Context: an optimization exercise on an open-source flow, tuned for small area, a short achievable clock period and few clock cycles per item. The choices shown serve that exercise and are no tape-out recipe. Only simulation tests tie the RTL to the original design; equivalence was not proved. Power and IR drop assume default switching activity.

**flow/design.v**
```verilog
package lbmm_pkg;
  localparam int CFG_W     = 13;
  localparam int CFG_IDX_W = 1;
  localparam int PIX_W     = 8;
  localparam int MEAN_W    = 8;
  localparam int COORD_W   = 9;
  localparam int SUM_W     = 14;    
  localparam int BC_W      = 7;     
  localparam int BR_W      = 9;     
  localparam int MAX_WIDTH  = 1024;
  localparam int MAX_HEIGHT = 4096;
  localparam logic [CFG_W-1:0] RST_FRAME_WIDTH  = 13'd640;
  localparam logic [CFG_W-1:0] RST_FRAME_HEIGHT = 13'd480;
endpackage
module lbmm_ram #(
  parameter int WIDTH = 14
) (
  input  logic             clk,
  input  logic             shift,      
  input  logic             upd,        
  input  logic [6:0]       last_bc,    
  input  logic [WIDTH-1:0] wdata,      
  output logic [WIDTH-1:0] head
);
  logic [WIDTH-1:0] tail_r, head_r;
  logic [6:0]       segsel;
  logic [6:0]       len;             
  always_comb begin
    len = last_bc - 7'd1;
    if (len >= 7'd63) begin
      segsel = {1'b1, 6'(len - 7'd63)};
    end else begin
      segsel = {1'b0, len[5:0]};
    end
  end
  logic [WIDTH-1:0] seg63 [63];
  logic [WIDTH-1:0] seg32 [32];
  logic [WIDTH-1:0] seg16 [16];
  logic [WIDTH-1:0] seg8  [8];
  logic [WIDTH-1:0] seg4  [4];
  logic [WIDTH-1:0] seg2  [2];
  logic [WIDTH-1:0] seg1;
  logic [WIDTH-1:0] c63, c32, c16, c8, c4, c2, c1;
  assign c63 = segsel[6] ? seg63[62] : tail_r;
  assign c32 = segsel[5] ? seg32[31] : c63;
  assign c16 = segsel[4] ? seg16[15] : c32;
  assign c8  = segsel[3] ? seg8[7]   : c16;
  assign c4  = segsel[2] ? seg4[3]   : c8;
  assign c2  = segsel[1] ? seg2[1]   : c4;
  assign c1  = segsel[0] ? seg1      : c2;
  always_ff @(posedge clk) begin
    if (shift) begin
      tail_r <= wdata;
      seg63[0] <= tail_r;
      for (int i = 1; i < 63; i++) seg63[i] <= seg63[i-1];
      seg32[0] <= c63;
      for (int i = 1; i < 32; i++) seg32[i] <= seg32[i-1];
      seg16[0] <= c32;
      for (int i = 1; i < 16; i++) seg16[i] <= seg16[i-1];
      seg8[0] <= c16;
      for (int i = 1; i < 8; i++) seg8[i] <= seg8[i-1];
      seg4[0] <= c8;
      for (int i = 1; i < 4; i++) seg4[i] <= seg4[i-1];
      seg2[0] <= c4;
      seg2[1] <= seg2[0];
      seg1 <= c2;
    end
  end
  always_ff @(posedge clk) begin
    if (upd) begin
      head_r <= (shift && (last_bc != '0)) ? c1 : wdata;
    end
  end
  assign head = head_r;
endmodule
module lbmm_div (
  input  logic        clk,
  input  logic        rst_n,
  input  logic        load,
  input  logic [13:0] dividend,
  input  logic [6:0]  divisor,      
  input  logic [6:0]  bc,
  input  logic [8:0]  br,
  input  logic        last,
  output logic        free,
  input  logic        out_ready,
  output logic        out_valid,
  output logic [8:0]  out_block_column,
  output logic [8:0]  out_block_row,
  output logic [7:0]  out_mean_luma,
  output logic        out_frame_last
);
  logic [5:0] rem_r;
  logic [7:0] q_r;
  logic [6:0] d_r;
  logic [1:0] cnt_r;
  logic       busy_r, valid_r;
  logic [6:0] bc_r;
  logic [8:0] br_r;
  logic       last_r;
  logic [6:0] t1, t2;
  logic [5:0] r1, r2;
  logic       q1, q0;
  always_comb begin
    t1 = {rem_r, q_r[7]};
    q1 = (t1 >= d_r);
    r1 = q1 ? 6'(t1 - d_r) : t1[5:0];
    t2 = {r1, q_r[6]};
    q0 = (t2 >= d_r);
    r2 = q0 ? 6'(t2 - d_r) : t2[5:0];
  end
  always_ff @(posedge clk) begin
    if (!rst_n) begin
      busy_r  <= 1'b0;
      valid_r <= 1'b0;
      cnt_r   <= '0;
    end else if (load) begin
      busy_r  <= 1'b1;
      cnt_r   <= '0;
    end else if (busy_r) begin
      cnt_r <= cnt_r + 2'd1;
      if (cnt_r == 2'd3) begin
        busy_r  <= 1'b0;
        valid_r <= 1'b1;
      end
    end else if (out_ready) begin
      valid_r <= 1'b0;
    end
  end
  always_ff @(posedge clk) begin
    if (load) begin
      rem_r  <= dividend[13:8];
      q_r    <= dividend[7:0];
      d_r    <= divisor;
      bc_r   <= bc;
      br_r   <= br;
      last_r <= last;
    end else if (busy_r) begin
      rem_r <= r2;
      q_r   <= {q_r[5:0], q1, q0};
    end
  end
  assign free             = ~busy_r & ~valid_r;
  assign out_valid        = valid_r;
  assign out_block_column = {2'b00, bc_r};
  assign out_block_row    = br_r;
  assign out_mean_luma    = q_r;
  assign out_frame_last   = last_r;
endmodule
module lbmm_ctrl (
  input  logic       clk,
  input  logic       rst_n,
  input  logic       in_valid,
  output logic       in_ready,
  input  logic [7:0] in_pixel,
  input  logic       in_frame_start,
  input  logic       consume,       
  output logic       a_valid,
  output logic [7:0] a_pixel,
  output logic       a_first
);
  logic       a_v_r, s_v_r, rdy_r;
  logic [7:0] a_pix_r, s_pix_r;
  logic       a_fs_r, s_fs_r;
  logic       take, a_free;
  logic       a_v_nxt, s_v_nxt;
  assign take   = in_valid & rdy_r;
  assign a_free = ~a_v_r | consume;
  always_comb begin
    if (a_free) begin
      a_v_nxt = s_v_r | take;
      s_v_nxt = s_v_r & take;
    end else begin
      a_v_nxt = 1'b1;
      s_v_nxt = s_v_r | take;
    end
  end
  always_ff @(posedge clk) begin
    if (!rst_n) begin
      a_v_r <= 1'b0;
      s_v_r <= 1'b0;
      rdy_r <= 1'b0;
    end else begin
      a_v_r <= a_v_nxt;
      s_v_r <= s_v_nxt;
      rdy_r <= ~(a_v_nxt & s_v_nxt);
    end
  end
  always_ff @(posedge clk) begin
    if (a_free) begin
      if (s_v_r) begin
        a_pix_r <= s_pix_r;
        a_fs_r  <= s_fs_r;
      end else begin
        a_pix_r <= in_pixel;
        a_fs_r  <= in_frame_start;
      end
    end
    if ((a_free & s_v_r) | (~a_free & ~s_v_r)) begin
      s_pix_r <= in_pixel;
      s_fs_r  <= in_frame_start;
    end
  end
  assign in_ready = rdy_r;
  assign a_valid  = a_v_r;
  assign a_pixel  = a_pix_r;
  assign a_first  = a_fs_r;
endmodule
module lbmm_dp (
  input  logic        clk,
  input  logic        rst_n,
  input  logic        cfg_valid,
  input  logic        cfg_index,
  input  logic [12:0] cfg_data,
  input  logic        a_valid,
  input  logic [7:0]  a_pixel,
  input  logic        a_first,
  output logic        consume,
  input  logic        out_ready,
  output logic        out_valid,
  output logic [8:0]  out_block_column,
  output logic [8:0]  out_block_row,
  output logic [7:0]  out_mean_luma,
  output logic        out_frame_last
);
  logic        cfg_v_r, cfg_i_r;
  logic [12:0] cfg_d_r;
  logic [9:0]  wm1;
  logic [11:0] hm1;
  always_ff @(posedge clk) begin
    if (!rst_n) cfg_v_r <= 1'b0;
    else        cfg_v_r <= cfg_valid;
    cfg_i_r <= cfg_index;
    cfg_d_r <= cfg_data;
  end
  always_comb begin
    if (cfg_d_r == '0)                    wm1 = '0;
    else if (cfg_d_r > 13'd1024)          wm1 = 10'd1023;
    else                                  wm1 = 10'(cfg_d_r - 13'd1);
    if (cfg_d_r == '0)                    hm1 = '0;
    else if (cfg_d_r > 13'd4096)          hm1 = 12'd4095;
    else                                  hm1 = 12'(cfg_d_r - 13'd1);
  end
  logic [6:0] last_bc_r;
  logic [2:0] last_rx_r;
  logic [8:0] last_br_r;
  logic [2:0] last_ry_r;
  always_ff @(posedge clk) begin
    if (!rst_n) begin
      last_bc_r <= 7'd79;
      last_rx_r <= 3'd7;
      last_br_r <= 9'd59;
      last_ry_r <= 3'd7;
    end else if (cfg_v_r) begin
      if (cfg_i_r == 1'b0) begin
        last_bc_r <= wm1[9:3];
        last_rx_r <= wm1[2:0];
      end else begin
        last_br_r <= hm1[11:3];
        last_ry_r <= hm1[2:0];
      end
    end
  end
  logic [2:0] rx_r, ry_r;
  logic [6:0] bc_r;
  logic [8:0] br_r;
  logic       lt_r, lb_r;      
  logic [2:0] rx, ry;
  logic [6:0] bc;
  logic [8:0] br;
  logic       lt, lb;
  logic       row_end, col_end, last_row, band_end, emit;
  logic       div_free, go;
  logic [13:0] head, sum;
  logic [3:0] bw, bh;
  logic [6:0] divisor;
  always_comb begin
    if (a_first) begin
      rx = '0; ry = '0; bc = '0; br = '0;
      lt = (last_bc_r == '0);
      lb = (last_br_r == '0);
    end else begin
      rx = rx_r; ry = ry_r; bc = bc_r; br = br_r;
      lt = lt_r; lb = lb_r;
    end
    row_end  = lt & (rx == last_rx_r);
    col_end  = (rx == 3'd7) | row_end;
    last_row = lb & (ry == last_ry_r);
    band_end = (ry == 3'd7) | last_row;
    emit     = col_end & band_end;
    go       = a_valid & (~emit | div_free);
    sum      = (((rx == '0) && (ry == '0)) ? 14'd0 : head) + 14'(a_pixel);
    bw       = lt ? (4'(last_rx_r) + 4'd1) : 4'd8;
    bh       = lb ? (4'(last_ry_r) + 4'd1) : 4'd8;
    divisor  = 7'(bw * bh);
  end
  assign consume = go;
  always_ff @(posedge clk) begin
    if (!rst_n) begin
      rx_r <= '0; ry_r <= '0; bc_r <= '0; br_r <= '0;
      lt_r <= 1'b0; lb_r <= 1'b0;
    end else if (go) begin
      if (row_end) begin
        rx_r <= '0;
        bc_r <= '0;
        lt_r <= (last_bc_r == '0);
        if (last_row) begin
          ry_r <= '0;
          br_r <= '0;
          lb_r <= (last_br_r == '0);
        end else if (ry == 3'd7) begin
          ry_r <= '0;
          br_r <= br + 9'd1;
          lb_r <= ((br + 9'd1) == last_br_r);
        end else begin
          ry_r <= ry + 3'd1;
          br_r <= br;
          lb_r <= lb;
        end
      end else begin
        ry_r <= ry;
        br_r <= br;
        lb_r <= lb;
        if (rx == 3'd7) begin
          rx_r <= '0;
          bc_r <= bc + 7'd1;
          lt_r <= ((bc + 7'd1) == last_bc_r);
        end else begin
          rx_r <= rx + 3'd1;
          bc_r <= bc;
          lt_r <= lt;
        end
      end
    end
  end
  lbmm_ram #(.WIDTH(14)) u_ring (
    .clk     (clk),
    .shift   (go & col_end),
    .upd     (go),
    .last_bc (last_bc_r),
    .wdata   (sum),
    .head    (head)
  );
  lbmm_div u_div (
    .clk              (clk),
    .rst_n            (rst_n),
    .load             (go & emit),
    .dividend         (sum),
    .divisor          (divisor),
    .bc               (bc),
    .br               (br),
    .last             (row_end & last_row),
    .free             (div_free),
    .out_ready        (out_ready),
    .out_valid        (out_valid),
    .out_block_column (out_block_column),
    .out_block_row    (out_block_row),
    .out_mean_luma    (out_mean_luma),
    .out_frame_last   (out_frame_last)
  );
endmodule
module luma_block_mean_mosaic (
  input  logic                           clk,
  input  logic                           rst_n,
  input  logic                           in_valid,
  output logic                           in_ready,
  input  logic [lbmm_pkg::PIX_W-1:0]     in_pixel,
  input  logic                           in_frame_start,
  output logic                           out_valid,
  input  logic                           out_ready,
  output logic [lbmm_pkg::COORD_W-1:0]   out_block_column,
  output logic [lbmm_pkg::COORD_W-1:0]   out_block_row,
  output logic [lbmm_pkg::MEAN_W-1:0]    out_mean_luma,
  output logic                           out_frame_last,
  input  logic                           cfg_valid,
  output logic                           cfg_ready,
  input  logic [lbmm_pkg::CFG_IDX_W-1:0] cfg_index,
  input  logic [lbmm_pkg::CFG_W-1:0]     cfg_data
);
  logic       consume, a_valid, a_first;
  logic [7:0] a_pixel;
  assign cfg_ready = 1'b1;
  lbmm_ctrl u_ctrl (
    .clk            (clk),
    .rst_n          (rst_n),
    .in_valid       (in_valid),
    .in_ready       (in_ready),
    .in_pixel       (in_pixel),
    .in_frame_start (in_frame_start),
    .consume        (consume),
    .a_valid        (a_valid),
    .a_pixel        (a_pixel),
    .a_first        (a_first)
  );
  lbmm_dp u_dp (
    .clk              (clk),
    .rst_n            (rst_n),
    .cfg_valid        (cfg_valid),
    .cfg_index        (cfg_index),
    .cfg_data         (cfg_data),
    .a_valid          (a_valid),
    .a_pixel          (a_pixel),
    .a_first          (a_first),
    .consume          (consume),
    .out_ready        (out_ready),
    .out_valid        (out_valid),
    .out_block_column (out_block_column),
    .out_block_row    (out_block_row),
    .out_mean_luma    (out_mean_luma),
    .out_frame_last   (out_frame_last)
  );
endmodule
```
**flow/run.sh**
```bash
#!/bin/bash
# synth_recipe.tcl (not shown) runs the flow's synth.tcl, then flattens the netlist and writes it again
# the make line also repeats each setting of config.mk as NAME=value (left out here)
make -C /OpenROAD-flow-scripts/flow DESIGN_CONFIG=/design/flow/config.mk WORK_HOME=/design/flow/orfs CLKGATE_MAP_FILE= SYNTH_SCRIPT=/design/flow/synth_recipe.tcl finish
```
**flow/config.mk**
```make
export PLATFORM = sky130hd
export DESIGN_NAME = luma_block_mean_mosaic
export DESIGN_NICKNAME = luma_block_mean_mosaic
export VERILOG_FILES = /design/flow/design.v
export SDC_FILE = /design/flow/constraint.sdc
export NUM_CORES = 4
export LEC_CHECK = 0
export CAP_MARGIN = 20
export CORE_MARGIN = 2
export CORE_UTILIZATION = 35
export PLACE_DENSITY = 0.5
export SLEW_MARGIN = 20
export SYNTH_MEMORY_MAX_BITS = 4096
```
**flow/constraint.sdc**
```tcl
create_clock -name core_clock -period 12.0 [get_ports {clk}]
set_input_delay 2.4000 -clock core_clock [delete_from_list [all_inputs] [get_ports {clk}]]
set_output_delay 2.4000 -clock core_clock [all_outputs]
set_load 0.01 [all_outputs]
```
==> results.txt <==
* Outcome: complete, no violations
* Critical Path Start Type: flop
* Most frequent cells in the layout: edfxtp_1, clkbuf_16, nor2_1
* Setup Fix Bufs, Post-CTS at 0
* Congestion Overflow GR at 0
* Clk pwr share at 0.446
* EDFF count, synth at 1,848
* Reg area at 56,900 µm²
* Detailed placement HPWL at 54,100 µm
* Row count at 156
* Sw power at 2.60 mW
* Seq/Total Area, Yosys at 0.895
* Total CTS buffers at 190
* Nets at 3,218
* Largest net degree at the start of global routing at 192
* Pins Over Slew Limit at 0
* Initial antenna violation count at 2
* Starting Density at 0.352
* Count of input and output buffers at 54
* Commonest non-fill, non-tap cell in the layout: edfxtp_1
* DR iter-0 viols at 2,507
* Worst-Margin Slew at 1.18 ns
* CTS tree: built
* GR Util All Layers at 0.106
* Hold/Removal Path Class: reg -> reg
* Achievable frequency at 0.194 GHz
* Die ar. at 185,000 µm²
* CTS max path bufs at 3
* RSZ-0062 raised after global routing: false
* Area share of xor/xnor cells in the synthesized design at 0.00991
* Final core occ at 0.407
* Area contributors post-synth: edfxtp_1, dfxtp_1, ha_1
* WP data required at 12.40 ns
* Leading area contributor after synthesis: edfxtp_1
* Pre-CTS setup slack at 6.84 ns
* Residual DRC at 0
* Multiplexer share of the synthesized area at 0.00766
* CP Capture Type: flop
* WL final at 101,000 µm
* Adder-cell share of the synthesized area at 0.0116
* Cell Area, Synth at 63,500 µm²
* GP Congestion at 0.783
* Count of final hold-check violations at 0
* Cell variety after synth at 84
* Hold_ws at 0.390 ns
* Setup TNS at 0 ns
* Clock transition at path regs at 0.06 ns
* Sink Count at 1,916
* Drt first pass iters at 5
* Clock root buffer: clkbuf_16
* Die width at 430 µm
* Final worst-path cycle share at 0.430
* Main flop type after synthesis: edfxtp_1
* CTS Hold Bufs at 0
* Simple-gate share of the synthesized area at 0.0327
* Seq cells post-synth at 1,916
* Post-cts sizing count at 0
* Power consumption at 13.4 mW
* CP Max Fanout at 86
* Vias in the first global route at 25,095
* Worst EP arrival at 5.56 ns
* Area Growth Syn to Fin at 15.6%
* Main combinational cell family by area after synthesis: compound AO/OA/AOI/OAI gates
* Max_cap viols at 0
* Peak VDD IR at 0.000125 V
* Final setup fails at 0
* Mean area per synthesized cell at 21.7 µm²
* Switching Fraction at 0.195
* Yosys warnings at 10
* Cell Int Power at 10.8 mW
* Antenna viol nets, final at 0
* Fin crit period at 5.16 ns
* Core Region at 181,000 µm²
* Synth async-reset ratio at 0
* CP Class: reg -> reg
* IO Pins at 58
* DIE HEIGHT at 430 µm
* Fraction of layout cells with a size suffix above 1 at 0.123
* Share of the synthesized area in the top cell type at 0.874
* Setup ws final at 6.84 ns
* First-pass GRT wire length at 152,000 µm
* Part of the power in combinational logic at 0.011
* Post-synthesis compound-gate area fraction at 0.0347
* Reg power frac at 0.543
* Multi-input gate area at 6220 µm²
* Clock H-tree levels at 4
* Static Leak at 22.6 nW
* WL/cell at 17.7 µm
* Pwr dens at 182 nW/µm²
* Fillers at 15,777
* Insertion delay to the later sink of the worst-skew pair at 0.80 ns
* Slew HR at 0.208
* Skew final at 0.0526 ns
* Routed vias/inst at 4.55
* Via count at 25,811
* Synthesized instance count at 2,924
## Yosys cell counts, types with 5 or more instances
| master | n |
|---|---|
| a211oi_1 | 28 |
| a21boi_0 | 5 |
| a21o_1 | 24 |
| a21oi_1 | 56 |
| a221o_1 | 26 |
| a22oi_1 | 6 |
| a31oi_1 | 7 |
| and2_1 | 12 |
| and3_1 | 18 |
| buf_2 | 9 |
| buf_4 | 6 |
| clkbuf_1 | 37 |
| dfxtp_1 | 68 |
| edfxtp_1 | 1848 |
| fa_1 | 7 |
| ha_1 | 47 |
| inv_1 | 53 |
| mux2_2 | 26 |
| mux2_4 | 6 |
| mux2i_1 | 9 |
| nand2_1 | 109 |
| nand2b_1 | 13 |
| nand3_1 | 24 |
| nand3b_1 | 9 |
| nand4_1 | 9 |
| nor2_1 | 128 |
| nor2_2 | 8 |
| nor2b_1 | 25 |
| nor3_1 | 17 |
| nor4_1 | 10 |
| o211ai_1 | 6 |
| o21a_1 | 10 |
| o21ai_0 | 43 |
| o221a_2 | 10 |
| o221ai_1 | 11 |
| o22ai_1 | 10 |
| o31ai_1 | 8 |
| o31ai_2 | 10 |
| or2_2 | 12 |
| or3_1 | 11 |
| xnor2_1 | 43 |
| xor2_1 | 27 |
## state kept, by name, indices dropped and copies added (netlist names), 13 cells and up
signal,count
u_dp.u_ring.seg32,448
u_dp.u_ring.head_r,14
u_dp.u_ring.tail_r,14
u_dp.u_ring.seg63,882
u_dp.u_ring.seg1,14
u_dp.cfg_d_r,13
u_dp.u_ring.seg16,224
u_dp.u_ring.seg8,112
u_dp.u_ring.seg2,28
u_dp.u_ring.seg4,56
## area by class of cell
type                            count  share of cell area
Tap cell                         2370              0.0404
Antenna cell                        1           0.0000341
Sequential cell                  1916               0.774
Inverter                           56             0.00290
Multi-Input combinational cell    891              0.0848
Timing Repair Buffer               81              0.0117
Clock buffer                      233              0.0677
Clock inverter                    120              0.0182
## kinds of logic after synthesis
kind of cell               Yosys count
muxes                               42
AOI/OAI and AO/OA                  298
adders and majority gates           55
buffers and inverters              118
xor gates and xnor gates            71
and+or+nand+nor                    422
DFF                               1916
other                                2
## worst paths after layout
check	slack [ns]	end	start	cells after the start
hold / removal	0.39	u_dp.u_ring.seg63[58][2]	u_dp.u_ring.seg63[57][2]	0
setup reg to reg	6.84	u_dp.u_ring.seg32[16][6]	u_ctrl.a_fs_r	12
setup / recovery	6.84	u_dp.u_ring.seg32[16][6]	u_ctrl.a_fs_r	12
hold reg to reg	0.39	u_dp.u_ring.seg63[58][2]	u_dp.u_ring.seg63[57][2]	0
## critical path, cell delays in order (launching register included)
cell,delay [ns]
edfxtp_1,0.33
buf_4,0.39
inv_1,0.20
nand2_1,0.13
inv_1,0.06
ha_1,0.20
ha_1,0.32
a21oi_1,0.18
a32oi_1,0.11
a41o_1,0.25
nor2_4,0.72
buf_4,0.82
buf_4,0.90
## power groups by stage
stage,clock network (mW),registers [mW],logic (mW)
2_1_floorplan,0,7.38,0.104
3_3_place_gp,0,7.39,0.148
3_5_place_dp,0,7.39,0.150
4_1_cts,6.16,7.25,0.151
5_1_grt,6.42,7.25,0.164
6_report,5.95,7.25,0.151
## routing by layer
| layer | share of wire | track usage |
|---|---|---|
| met1 | 0.51 | 0.158 |
| met2 | 0.42 | 0.150 |
| met3 | 0.041 | 0.0253 |
| met4 | 0.028 | 0.0406 |
| met5 | 0.00013 | 0 |
## through the flow
stage                     instance area (µm²)  instances
final                                   73400       5668
after global routing                    73400       5667
after CTS                               73400       5666
after detailed placement                67100       5313
after global placement                  67100       5312
after floorplan                         63600       2925
Testbench counts, summed over its fixed seeds: cycles 130,198, pixels 130,066.

==> what the ideal ports hide <==
The flow's constraints put no driver on any port. The routed layout listed below was extracted and timed again, unchanged, in two steps. Step 1, drivers: a clkbuf_16 drives clk and a buf_2 each remaining input, both assumed. Step 2 times the ports against the registers' clock, not the clock port: input delays grow and output delays shrink by t, the midpoint of the rising clock arrivals with the driver on. a / b / c = no drivers / after step 1 / after step 2; a / b = the first two.
t, ns: 0.853
slack for setup (ns): 6.839 / 6.839 / 6.839
worst setup path after step 2: register to register
latest minus earliest clock arrival (ns): 0.053 / 0.053
worst register clock-pin slew, ns: 0.06 / 0.06
After both steps this run still meets setup and hold. For this run, drivers alone change the setup slack by 0.000 ns; drivers and shift together by 0.000 ns.
